Background: an optimization exercise with open tools, aiming at a short achievable clock period and few clock cycles. Do not read the settings as production practice. Only simulation tests tie the RTL to the original design; equivalence was not proved. Power and IR drop assume default switching activity.

==> trial 76: inputs <==
==> flow/design.v <==
typedef logic [31:0] word_t;
typedef logic [4:0]  reg_idx_t;
localparam logic [4:0] OP_R    = 5'd0;
localparam logic [4:0] OP_J    = 5'd1;
localparam logic [4:0] OP_BNE  = 5'd2;
localparam logic [4:0] OP_JAL  = 5'd3;
localparam logic [4:0] OP_JR   = 5'd4;
localparam logic [4:0] OP_ADDI = 5'd5;
localparam logic [4:0] OP_BLT  = 5'd6;
localparam logic [4:0] OP_SW   = 5'd7;
localparam logic [4:0] OP_LW   = 5'd8;
localparam logic [4:0] ALU_ADD = 5'd0;
localparam logic [4:0] ALU_SUB = 5'd1;
localparam logic [4:0] ALU_AND = 5'd2;
localparam logic [4:0] ALU_OR  = 5'd3;
localparam logic [4:0] ALU_SLL = 5'd4;
localparam logic [4:0] ALU_SRA = 5'd5;
localparam reg_idx_t LINK_REG = 5'd31;   
`timescale 1ns/1ps
module fetch_stage #(
    parameter logic [31:0] RESET_PC = '0
) (
    input  logic  clock,
    input  logic  rst_n,
    input  logic  take_jump,     
    input  logic  take_jr,       
    input  logic  take_branch,   
    input  word_t jump_target,
    input  word_t jr_target,
    input  word_t branch_target,
    output word_t pc,
    output word_t pc_plus_1
);
    word_t next_pc;
    assign pc_plus_1 = pc + 32'd1;
    always_comb begin
        if (take_branch) begin
            next_pc = branch_target;
        end else if (take_jr) begin
            next_pc = jr_target;
        end else if (take_jump) begin
            next_pc = jump_target;
        end else begin
            next_pc = pc_plus_1;
        end
    end
    always_ff @(posedge clock or negedge rst_n) begin
        if (!rst_n) begin
            pc <= RESET_PC;
        end else begin
            pc <= next_pc;
        end
    end
endmodule
`timescale 1ns/1ps
module operand_bypass (
    input  reg_idx_t read_reg,
    input  word_t    reg_data,
    input  logic     m_wr,
    input  reg_idx_t m_rd,
    input  word_t    m_data,
    output logic     hit,
    output word_t    value
);
    assign hit   = m_wr & ~|(m_rd ^ read_reg);
    assign value = hit ? m_data : reg_data;
endmodule
`timescale 1ns/1ps
module ks_add #(
    parameter int W = 32
) (
    input  logic [W-1:0] a,
    input  logic [W-1:0] b,
    input  logic         cin,
    output logic [W-1:0] sum,
    output logic         cout
);
    localparam int L = (W > 16) ? 5 : (W > 8) ? 4 : (W > 4) ? 3 : (W > 2) ? 2 : 1;
    logic [W-1:0] g [0:L];
    logic [W-1:0] p [0:L];
    logic [W-1:0] x;
    assign x    = a ^ b;
    assign g[0] = (a & b) | {{(W-1){1'b0}}, x[0] & cin};
    assign p[0] = x;
    for (genvar l = 0; l < L; l++) begin : level
        for (genvar i = 0; i < W; i++) begin : bit_
            if (i >= (1 << l)) begin : merge
                assign g[l+1][i] = g[l][i] | (p[l][i] & g[l][i - (1 << l)]);
                assign p[l+1][i] = p[l][i] & p[l][i - (1 << l)];
            end else begin : pass
                assign g[l+1][i] = g[l][i];
                assign p[l+1][i] = p[l][i];
            end
        end
    end
    assign sum  = x ^ {g[L][W-2:0], cin};
    assign cout = g[L][W-1];
endmodule
module lt_signed (
    input  word_t a,
    input  word_t b,
    output logic  lt
);
    word_t ax;
    word_t bx;
    word_t unused_sum;
    logic  no_borrow;
    assign ax = {~a[31], a[30:0]};
    assign bx = {~b[31], b[30:0]};
    ks_add #(.W(32)) sub_i (
        .a    (ax),
        .b    (~bx),
        .cin  (1'b1),
        .sum  (unused_sum),
        .cout (no_borrow)
    );
    assign lt = ~no_borrow;
endmodule
module alu (
    input  word_t      a,
    input  word_t      b,
    input  logic [5:0] sel,      
    input  logic [4:0] shamt,
    output word_t      result
);
    word_t r_add, r_sub, r_and, r_or, r_sll, r_sra;
    logic  unused_add_co, unused_sub_co;
    ks_add #(.W(32)) add_i (
        .a    (a),
        .b    (b),
        .cin  (1'b0),
        .sum  (r_add),
        .cout (unused_add_co)
    );
    ks_add #(.W(32)) sub_i (
        .a    (a),
        .b    (~b),
        .cin  (1'b1),
        .sum  (r_sub),
        .cout (unused_sub_co)
    );
    assign r_and = a & b;
    assign r_or  = a | b;
    assign r_sll = a << shamt;
    assign r_sra = word_t'($signed(a) >>> shamt);
    assign result = ({32{sel[0]}} & r_add) |
                    ({32{sel[1]}} & r_sub) |
                    ({32{sel[2]}} & r_and) |
                    ({32{sel[3]}} & r_or)  |
                    ({32{sel[4]}} & r_sll) |
                    ({32{sel[5]}} & r_sra);
endmodule
`timescale 1ns/1ps
module decode_stage (
    input  word_t    insn,           
    input  word_t    pc_plus_1,
    output reg_idx_t ctrl_read_reg_a,
    output reg_idx_t ctrl_read_reg_b,
    input  word_t    data_read_reg_a,
    input  word_t    data_read_reg_b,
    input  logic     m_wr,
    input  reg_idx_t m_rd,
    input  word_t    m_data,
    output logic     take_jump,
    output logic     take_jr,
    output logic     take_branch,
    output word_t    jump_target,
    output word_t    jr_target,
    output word_t    branch_target,
    output logic     dm_wr,
    output reg_idx_t dm_rd,
    output logic     dm_load,
    output logic     dm_store,
    output word_t    dm_result,
    output word_t    dm_addr,
    output word_t    dm_sd
);
    logic [4:0] opcode;
    reg_idx_t   rd;
    reg_idx_t   rs;
    reg_idx_t   rt;
    logic [4:0] alu_op;
    word_t      imm;
    logic       is_rtype, is_j, is_bne, is_jal, is_jr, is_addi, is_blt, is_sw, is_lw;
    logic       b_is_rd;
    logic       hit_a;
    logic       hit_b;
    word_t      a_value;     
    word_t      b_value;     
    word_t      ra;          
    word_t      rb;          
    word_t      rb_alu;
    word_t      m_alu;       
    logic [5:0] alu_sel;
    word_t      alu_rr, alu_mr, alu_rm, alu_mm;
    word_t      alu_result;
    word_t      addr_r, addr_m;
    logic       ne_rr, lt_rr;    
    logic       ne_mr, lt_mr;    
    logic       ne_rm, lt_rm;    
    logic       ne;
    logic       lt;
    logic       unused_target_co;
    logic       unused_addr_r_co;
    logic       unused_addr_m_co;
    assign opcode = insn[31:27];
    assign rd     = insn[26:22];
    assign rs     = insn[21:17];
    assign rt     = insn[16:12];
    assign alu_op = insn[6:2];
    assign imm    = {{15{insn[16]}}, insn[16:0]};
    assign is_rtype = (opcode == OP_R);
    assign is_j     = (opcode == OP_J);
    assign is_bne   = (opcode == OP_BNE);
    assign is_jal   = (opcode == OP_JAL);
    assign is_jr    = (opcode == OP_JR);
    assign is_addi  = (opcode == OP_ADDI);
    assign is_blt   = (opcode == OP_BLT);
    assign is_sw    = (opcode == OP_SW);
    assign is_lw    = (opcode == OP_LW);
    assign b_is_rd         = insn[29] | insn[28];
    assign ctrl_read_reg_a = rs;
    assign ctrl_read_reg_b = b_is_rd ? rd : rt;
    assign ra = data_read_reg_a;
    assign rb = data_read_reg_b;
    operand_bypass bypass_a (
        .read_reg (ctrl_read_reg_a),
        .reg_data (ra),
        .m_wr     (m_wr),
        .m_rd     (m_rd),
        .m_data   (m_data),
        .hit      (hit_a),
        .value    (a_value)
    );
    operand_bypass bypass_b (
        .read_reg (ctrl_read_reg_b),
        .reg_data (rb),
        .m_wr     (m_wr),
        .m_rd     (m_rd),
        .m_data   (m_data),
        .hit      (hit_b),
        .value    (b_value)
    );
    assign ne_rr = |(rb ^ ra);
    assign ne_mr = |(m_data ^ ra);
    assign ne_rm = |(rb ^ m_data);
    lt_signed lt_rr_i (.a(rb),     .b(ra),     .lt(lt_rr));
    lt_signed lt_mr_i (.a(m_data), .b(ra),     .lt(lt_mr));
    lt_signed lt_rm_i (.a(rb),     .b(m_data), .lt(lt_rm));
    always_comb begin
        case ({hit_b, hit_a})
            2'b00:   begin ne = ne_rr; lt = lt_rr; end
            2'b01:   begin ne = ne_rm; lt = lt_rm; end
            2'b10:   begin ne = ne_mr; lt = lt_mr; end
            default: begin ne = 1'b0;  lt = 1'b0;  end    
        endcase
    end
    assign take_jump   = is_j | is_jal;
    assign take_jr     = is_jr;
    assign take_branch = (is_bne & ne) | (is_blt & lt);
    assign jump_target = {5'd0, insn[26:0]};
    assign jr_target   = b_value;
    ks_add #(.W(32)) target_i (
        .a    (pc_plus_1),
        .b    (imm),
        .cin  (1'b0),
        .sum  (branch_target),
        .cout (unused_target_co)
    );
    assign rb_alu  = is_rtype ? rb : imm;
    assign m_alu   = is_rtype ? m_data : imm;
    assign alu_sel = is_rtype ? {alu_op == ALU_SRA, alu_op == ALU_SLL, alu_op == ALU_OR,
                                 alu_op == ALU_AND, alu_op == ALU_SUB, alu_op == ALU_ADD}
                              : 6'b000001;
    alu alu_rr_i (.a(ra),     .b(rb_alu), .sel(alu_sel), .shamt(insn[11:7]), .result(alu_rr));
    alu alu_mr_i (.a(ra),     .b(m_alu),  .sel(alu_sel), .shamt(insn[11:7]), .result(alu_mr));
    alu alu_rm_i (.a(m_data), .b(rb_alu), .sel(alu_sel), .shamt(insn[11:7]), .result(alu_rm));
    alu alu_mm_i (.a(m_data), .b(m_alu),  .sel(alu_sel), .shamt(insn[11:7]), .result(alu_mm));
    always_comb begin
        case ({hit_b & is_rtype, hit_a})
            2'b00:   alu_result = alu_rr;
            2'b01:   alu_result = alu_rm;
            2'b10:   alu_result = alu_mr;
            default: alu_result = alu_mm;
        endcase
    end
    ks_add #(.W(32)) addr_r_i (
        .a    (ra),
        .b    (imm),
        .cin  (1'b0),
        .sum  (addr_r),
        .cout (unused_addr_r_co)
    );
    ks_add #(.W(32)) addr_m_i (
        .a    (m_data),
        .b    (imm),
        .cin  (1'b0),
        .sum  (addr_m),
        .cout (unused_addr_m_co)
    );
    assign dm_addr   = hit_a ? addr_m : addr_r;
    assign dm_wr     = (is_rtype | is_addi | is_lw | is_jal) & (is_jal | (rd != 5'd0));
    assign dm_rd     = is_jal ? LINK_REG : rd;
    assign dm_load   = is_lw;
    assign dm_store  = is_sw;
    assign dm_result = is_jal ? pc_plus_1 : alu_result;     
    assign dm_sd     = b_value;
endmodule
`timescale 1ns/1ps
module execute_stage (
    input  logic     clock,
    input  logic     rst_n,
    input  logic     dm_wr,
    input  reg_idx_t dm_rd,
    input  logic     dm_load,
    input  logic     dm_store,
    input  word_t    dm_result,
    input  word_t    dm_addr,
    input  word_t    dm_sd,
    output word_t    address_dmem,
    output word_t    data,
    output logic     wren,
    input  word_t    q_dmem,
    output logic     m_wr,
    output reg_idx_t m_rd,
    output word_t    m_data
);
    logic  m_load;
    logic  m_store;
    word_t m_result;
    word_t m_addr;
    word_t m_sd;
    always_ff @(posedge clock or negedge rst_n) begin
        if (!rst_n) begin
            m_wr    <= 1'b0;
            m_store <= 1'b0;
        end else begin
            m_wr    <= dm_wr;
            m_store <= dm_store;
        end
    end
    always_ff @(posedge clock) begin
        m_rd     <= dm_rd;
        m_load   <= dm_load;
        m_result <= dm_result;
        m_addr   <= dm_addr;
        m_sd     <= dm_sd;
    end
    assign address_dmem = m_addr;
    assign data         = m_sd;
    assign wren         = m_store;
    assign m_data = m_load ? q_dmem : m_result;
endmodule
`timescale 1ns/1ps
module mem_wb_stage (
    input  logic     m_wr,
    input  reg_idx_t m_rd,
    input  word_t    m_data,
    output logic     ctrl_write_enable,
    output reg_idx_t ctrl_write_reg,
    output word_t    data_write_reg
);
    assign ctrl_write_enable = m_wr;
    assign ctrl_write_reg    = m_rd;
    assign data_write_reg    = m_data;
endmodule
`timescale 1ns/1ps
module processor #(
    parameter logic [31:0] RESET_PC = '0
) (
    input  logic     clock,
    input  logic     rst_n,
    output word_t    address_imem,
    input  word_t    q_imem,
    output word_t    address_dmem,
    output word_t    data,
    output logic     wren,
    input  word_t    q_dmem,
    output logic     ctrl_write_enable,
    output reg_idx_t ctrl_write_reg,
    output reg_idx_t ctrl_read_reg_a,
    output reg_idx_t ctrl_read_reg_b,
    output word_t    data_write_reg,
    input  word_t    data_read_reg_a,
    input  word_t    data_read_reg_b
);
    word_t    pc;
    word_t    pc_plus_1;
    logic     take_jump, take_jr, take_branch;
    word_t    jump_target, jr_target, branch_target;
    logic     dm_wr, dm_load, dm_store;
    reg_idx_t dm_rd;
    word_t    dm_result, dm_addr, dm_sd;
    logic     m_wr;
    reg_idx_t m_rd;
    word_t    m_data;
    fetch_stage #(
        .RESET_PC (RESET_PC)
    ) fetch_i (
        .clock         (clock),
        .rst_n         (rst_n),
        .take_jump     (take_jump),
        .take_jr       (take_jr),
        .take_branch   (take_branch),
        .jump_target   (jump_target),
        .jr_target     (jr_target),
        .branch_target (branch_target),
        .pc            (pc),
        .pc_plus_1     (pc_plus_1)
    );
    assign address_imem = pc;
    decode_stage decode_i (
        .insn            (q_imem),
        .pc_plus_1       (pc_plus_1),
        .ctrl_read_reg_a (ctrl_read_reg_a),
        .ctrl_read_reg_b (ctrl_read_reg_b),
        .data_read_reg_a (data_read_reg_a),
        .data_read_reg_b (data_read_reg_b),
        .m_wr            (m_wr),
        .m_rd            (m_rd),
        .m_data          (m_data),
        .take_jump       (take_jump),
        .take_jr         (take_jr),
        .take_branch     (take_branch),
        .jump_target     (jump_target),
        .jr_target       (jr_target),
        .branch_target   (branch_target),
        .dm_wr           (dm_wr),
        .dm_rd           (dm_rd),
        .dm_load         (dm_load),
        .dm_store        (dm_store),
        .dm_result       (dm_result),
        .dm_addr         (dm_addr),
        .dm_sd           (dm_sd)
    );
    execute_stage mem_i (
        .clock        (clock),
        .rst_n        (rst_n),
        .dm_wr        (dm_wr),
        .dm_rd        (dm_rd),
        .dm_load      (dm_load),
        .dm_store     (dm_store),
        .dm_result    (dm_result),
        .dm_addr      (dm_addr),
        .dm_sd        (dm_sd),
        .address_dmem (address_dmem),
        .data         (data),
        .wren         (wren),
        .q_dmem       (q_dmem),
        .m_wr         (m_wr),
        .m_rd         (m_rd),
        .m_data       (m_data)
    );
    mem_wb_stage wb_i (
        .m_wr              (m_wr),
        .m_rd              (m_rd),
        .m_data            (m_data),
        .ctrl_write_enable (ctrl_write_enable),
        .ctrl_write_reg    (ctrl_write_reg),
        .data_write_reg    (data_write_reg)
    );
endmodule
==> flow/run.sh <==
#!/bin/bash
# synth_recipe.tcl (not shown) runs the flow's synth.tcl, then flattens the netlist and writes it again
# the make line also repeats each setting of config.mk as NAME=value (left out here)
make -C /OpenROAD-flow-scripts/flow DESIGN_CONFIG=/design/flow/config.mk WORK_HOME=/design/flow/orfs CLKGATE_MAP_FILE= SYNTH_SCRIPT=/design/flow/synth_recipe.tcl finish
==> flow/config.mk <==
export PLATFORM = sky130hd
export DESIGN_NAME = processor
export DESIGN_NICKNAME = processor
export VERILOG_FILES = /design/flow/design.v
export SDC_FILE = /design/flow/constraint.sdc
export NUM_CORES = 4
export LEC_CHECK = 0
export CAP_MARGIN = 20
export CORE_MARGIN = 2
export CORE_UTILIZATION = 40
export SETUP_SLACK_MARGIN = 4
export SLEW_MARGIN = 20
==> flow/constraint.sdc <==
create_clock -name core_clock -period 9.0 [get_ports {clock}]
set_input_delay 1.8000 -clock core_clock [delete_from_list [all_inputs] [get_ports {clock}]]
set_output_delay 1.8000 -clock core_clock [all_outputs]
set_load 0.01 [all_outputs]
==> inputs of build 60, as changes to trial 76 <==
==> flow/design.v, changed modules only <==
module decode_stage (
    input  word_t    insn,           
    input  word_t    pc_plus_1,
    output reg_idx_t ctrl_read_reg_a,
    output reg_idx_t ctrl_read_reg_b,
    input  word_t    data_read_reg_a,
    input  word_t    data_read_reg_b,
    input  logic     m_wr,
    input  reg_idx_t m_rd,
    input  word_t    m_data,
    output logic     take_jump,
    output logic     take_jr,
    output logic     take_branch,
    output word_t    jump_target,
    output word_t    jr_target,
    output word_t    branch_target,
    output logic     dm_wr,
    output reg_idx_t dm_rd,
    output logic     dm_load,
    output logic     dm_store,
    output word_t    dm_result,
    output logic     dm_link,
    output word_t    dm_addr,
    output word_t    dm_sd
);
    logic [4:0] opcode;
    reg_idx_t   rd;
    reg_idx_t   rs;
    reg_idx_t   rt;
    logic [4:0] alu_op;
    word_t      imm;
    logic       is_rtype, is_j, is_bne, is_jal, is_jr, is_addi, is_blt, is_sw, is_lw;
    logic       b_is_rd;
    logic       hit_a;
    logic       hit_b;
    word_t      a_value;     
    word_t      b_value;     
    word_t      ra;          
    word_t      rb;          
    logic [5:0] alu_sel;
    word_t      alu_rr, alu_mr, alu_rm, alu_mm;
    logic [5:0] pick;
    word_t      addr_r, addr_m;
    logic       ne_rr, lt_rr;    
    logic       ne_mr, lt_mr;    
    logic       ne_rm, lt_rm;    
    logic       ne;
    logic       lt;
    logic       unused_target_co;
    logic       unused_addr_r_co;
    logic       unused_addr_m_co;
    assign opcode = insn[31:27];
    assign rd     = insn[26:22];
    assign rs     = insn[21:17];
    assign rt     = insn[16:12];
    assign alu_op = insn[6:2];
    assign imm    = {{15{insn[16]}}, insn[16:0]};
    assign is_rtype = (opcode == OP_R);
    assign is_j     = (opcode == OP_J);
    assign is_bne   = (opcode == OP_BNE);
    assign is_jal   = (opcode == OP_JAL);
    assign is_jr    = (opcode == OP_JR);
    assign is_addi  = (opcode == OP_ADDI);
    assign is_blt   = (opcode == OP_BLT);
    assign is_sw    = (opcode == OP_SW);
    assign is_lw    = (opcode == OP_LW);
    assign b_is_rd         = insn[29] | insn[28];
    assign ctrl_read_reg_a = rs;
    assign ctrl_read_reg_b = b_is_rd ? rd : rt;
    assign ra = data_read_reg_a;
    assign rb = data_read_reg_b;
    operand_bypass bypass_a (
        .read_reg (ctrl_read_reg_a),
        .reg_data (ra),
        .m_wr     (m_wr),
        .m_rd     (m_rd),
        .m_data   (m_data),
        .hit      (hit_a),
        .value    (a_value)
    );
    operand_bypass bypass_b (
        .read_reg (ctrl_read_reg_b),
        .reg_data (rb),
        .m_wr     (m_wr),
        .m_rd     (m_rd),
        .m_data   (m_data),
        .hit      (hit_b),
        .value    (b_value)
    );
    assign ne_rr = |(rb ^ ra);
    assign ne_mr = |(m_data ^ ra);
    assign ne_rm = |(rb ^ m_data);
    lt_signed lt_rr_i (.a(rb),     .b(ra),     .lt(lt_rr));
    lt_signed lt_mr_i (.a(m_data), .b(ra),     .lt(lt_mr));
    lt_signed lt_rm_i (.a(rb),     .b(m_data), .lt(lt_rm));
    always_comb begin
        case ({hit_b, hit_a})
            2'b00:   begin ne = ne_rr; lt = lt_rr; end
            2'b01:   begin ne = ne_rm; lt = lt_rm; end
            2'b10:   begin ne = ne_mr; lt = lt_mr; end
            default: begin ne = 1'b0;  lt = 1'b0;  end    
        endcase
    end
    assign take_jump   = is_j | is_jal;
    assign take_jr     = is_jr;
    assign take_branch = (is_bne & ne) | (is_blt & lt);
    assign jump_target = {5'd0, insn[26:0]};
    assign jr_target   = b_value;
    ks_add #(.W(32)) target_i (
        .a    (pc_plus_1),
        .b    (imm),
        .cin  (1'b0),
        .sum  (branch_target),
        .cout (unused_target_co)
    );
    assign alu_sel = {alu_op == ALU_SRA, alu_op == ALU_SLL, alu_op == ALU_OR,
                      alu_op == ALU_AND, alu_op == ALU_SUB, alu_op == ALU_ADD};
    alu alu_rr_i (.a(ra),     .b(rb),     .sel(alu_sel), .shamt(insn[11:7]), .result(alu_rr));
    alu alu_mr_i (.a(ra),     .b(m_data), .sel(alu_sel), .shamt(insn[11:7]), .result(alu_mr));
    alu alu_rm_i (.a(m_data), .b(rb),     .sel(alu_sel), .shamt(insn[11:7]), .result(alu_rm));
    alu alu_mm_i (.a(m_data), .b(m_data), .sel(alu_sel), .shamt(insn[11:7]), .result(alu_mm));
    ks_add #(.W(32)) addr_r_i (
        .a    (ra),
        .b    (imm),
        .cin  (1'b0),
        .sum  (addr_r),
        .cout (unused_addr_r_co)
    );
    ks_add #(.W(32)) addr_m_i (
        .a    (m_data),
        .b    (imm),
        .cin  (1'b0),
        .sum  (addr_m),
        .cout (unused_addr_m_co)
    );
    assign dm_addr = hit_a ? addr_m : addr_r;
    assign pick[0] = is_rtype & ~hit_a & ~hit_b;
    assign pick[1] = is_rtype &  hit_a & ~hit_b;
    assign pick[2] = is_rtype & ~hit_a &  hit_b;
    assign pick[3] = is_rtype &  hit_a &  hit_b;
    assign pick[4] = ~is_rtype & ~hit_a;
    assign pick[5] = ~is_rtype &  hit_a;
    assign dm_result = ({32{pick[0]}} & alu_rr) |
                       ({32{pick[1]}} & alu_rm) |
                       ({32{pick[2]}} & alu_mr) |
                       ({32{pick[3]}} & alu_mm) |
                       ({32{pick[4]}} & addr_r) |
                       ({32{pick[5]}} & addr_m);
    assign dm_wr     = (is_rtype | is_addi | is_lw | is_jal) & (is_jal | (rd != 5'd0));
    assign dm_rd     = is_jal ? LINK_REG : rd;
    assign dm_load   = is_lw;
    assign dm_store  = is_sw;
    assign dm_link   = is_jal;      
    assign dm_sd     = b_value;
endmodule
module execute_stage (
    input  logic     clock,
    input  logic     rst_n,
    input  logic     dm_wr,
    input  reg_idx_t dm_rd,
    input  logic     dm_load,
    input  logic     dm_store,
    input  word_t    dm_result,
    input  logic     dm_link,
    input  word_t    pc_plus_1,
    input  word_t    dm_addr,
    input  word_t    dm_sd,
    output word_t    address_dmem,
    output word_t    data,
    output logic     wren,
    input  word_t    q_dmem,
    output logic     m_wr,
    output reg_idx_t m_rd,
    output word_t    m_data
);
    logic  m_load;
    logic  m_store;
    word_t m_result;
    logic  m_link;
    word_t m_pc_plus_1;
    word_t m_addr;
    word_t m_sd;
    always_ff @(posedge clock or negedge rst_n) begin
        if (!rst_n) begin
            m_wr    <= 1'b0;
            m_store <= 1'b0;
        end else begin
            m_wr    <= dm_wr;
            m_store <= dm_store;
        end
    end
    always_ff @(posedge clock) begin
        m_rd     <= dm_rd;
        m_load   <= dm_load;
        m_result <= dm_result;
        m_link   <= dm_link;
        m_pc_plus_1 <= pc_plus_1;
        m_addr   <= dm_addr;
        m_sd     <= dm_sd;
    end
    assign address_dmem = m_addr;
    assign data         = m_sd;
    assign wren         = m_store;
    always_comb begin
        if (m_load) begin
            m_data = q_dmem;
        end else if (m_link) begin
            m_data = m_pc_plus_1;        
        end else begin
            m_data = m_result;
        end
    end
endmodule
module processor #(
    parameter logic [31:0] RESET_PC = '0
) (
    input  logic     clock,
    input  logic     rst_n,
    output word_t    address_imem,
    input  word_t    q_imem,
    output word_t    address_dmem,
    output word_t    data,
    output logic     wren,
    input  word_t    q_dmem,
    output logic     ctrl_write_enable,
    output reg_idx_t ctrl_write_reg,
    output reg_idx_t ctrl_read_reg_a,
    output reg_idx_t ctrl_read_reg_b,
    output word_t    data_write_reg,
    input  word_t    data_read_reg_a,
    input  word_t    data_read_reg_b
);
    word_t    pc;
    word_t    pc_plus_1;
    logic     take_jump, take_jr, take_branch;
    word_t    jump_target, jr_target, branch_target;
    logic     dm_wr, dm_load, dm_store, dm_link;
    reg_idx_t dm_rd;
    word_t    dm_result, dm_addr, dm_sd;
    logic     m_wr;
    reg_idx_t m_rd;
    word_t    m_data;
    fetch_stage #(
        .RESET_PC (RESET_PC)
    ) fetch_i (
        .clock         (clock),
        .rst_n         (rst_n),
        .take_jump     (take_jump),
        .take_jr       (take_jr),
        .take_branch   (take_branch),
        .jump_target   (jump_target),
        .jr_target     (jr_target),
        .branch_target (branch_target),
        .pc            (pc),
        .pc_plus_1     (pc_plus_1)
    );
    assign address_imem = pc;
    decode_stage decode_i (
        .insn            (q_imem),
        .pc_plus_1       (pc_plus_1),
        .ctrl_read_reg_a (ctrl_read_reg_a),
        .ctrl_read_reg_b (ctrl_read_reg_b),
        .data_read_reg_a (data_read_reg_a),
        .data_read_reg_b (data_read_reg_b),
        .m_wr            (m_wr),
        .m_rd            (m_rd),
        .m_data          (m_data),
        .take_jump       (take_jump),
        .take_jr         (take_jr),
        .take_branch     (take_branch),
        .jump_target     (jump_target),
        .jr_target       (jr_target),
        .branch_target   (branch_target),
        .dm_wr           (dm_wr),
        .dm_rd           (dm_rd),
        .dm_load         (dm_load),
        .dm_store        (dm_store),
        .dm_result       (dm_result),
        .dm_link         (dm_link),
        .dm_addr         (dm_addr),
        .dm_sd           (dm_sd)
    );
    execute_stage mem_i (
        .clock        (clock),
        .rst_n        (rst_n),
        .dm_wr        (dm_wr),
        .dm_rd        (dm_rd),
        .dm_load      (dm_load),
        .dm_store     (dm_store),
        .dm_result    (dm_result),
        .dm_link      (dm_link),
        .pc_plus_1    (pc_plus_1),
        .dm_addr      (dm_addr),
        .dm_sd        (dm_sd),
        .address_dmem (address_dmem),
        .data         (data),
        .wren         (wren),
        .q_dmem       (q_dmem),
        .m_wr         (m_wr),
        .m_rd         (m_rd),
        .m_data       (m_data)
    );
    mem_wb_stage wb_i (
        .m_wr              (m_wr),
        .m_rd              (m_rd),
        .m_data            (m_data),
        .ctrl_write_enable (ctrl_write_enable),
        .ctrl_write_reg    (ctrl_write_reg),
        .data_write_reg    (data_write_reg)
    );
endmodule
==> summary.txt <==
metric	trial 76	build 60
DRT Pass-1 Iters	10	6
Post-Synthesis Cell Area	0.0388 mm²	0.0360 mm²
Reg-to-Reg End	mem_i.m_result[30]	fetch_i.pc[1]
Clock insertion delay at the later pin of the skew report	530 ps	490 ps
DP Cell Count	6,758	6,043
Setup crit start	q_imem[28]	q_dmem[12]
Depth of the worst hold-timing path	2	1
Max IR drop VDD	0.000187 V	0.000141 V
Simple-gate area share of the yosys netlist	0.189	0.168
Synthesized instance count	5,424	4,803
Status	no timing/DRC/antenna violations	no timing/DRC/antenna violations
Layout-stage area growth over the synthesis result	34.5%	33.5%
Switching part of the total	0.544	0.519
Die X-Extent	315 µm	304 µm
Minimum clock period	5710 ps	5180 ps
Testbench counts of trial 76, summed over its fixed seeds: cycles 90,449.
Testbench counts of build 60, summed over its fixed seeds: cycles 90,449.

-- static timing again, ports no longer ideal --
How much do the figures lean on ideal ports? The routed layouts below were timed once more, with nothing changed but the port constraints.
Step 1 sets driving cells, clkbuf_16 on the clock port and buf_2 on the other inputs (assumed; they add their load-dependent delay and slew).
Step 2 times the ports against the registers' clock, not the clock port: input delays grow and output delays shrink by t, the midpoint of the rising clock arrivals with the driver on.
a / b / c = no drivers / after step 1 / after step 2; a / b = the first two.
| run | shift t [ns] | slack for setup (ns) | latest minus earliest clock arrival (ns) |
|---|---|---|---|
| trial 76 | 0.579 | 3.290 / 3.316 / 2.737 | 0.028 / 0.027 |
| build 60 | 0.534 | 3.820 / 3.840 / 3.305 | 0.028 / 0.029 |
After both steps every run listed still meets setup and hold. The setup slack of trial 76, which loses most, moves by +0.026 ns with the drivers and by -0.553 ns with both steps.
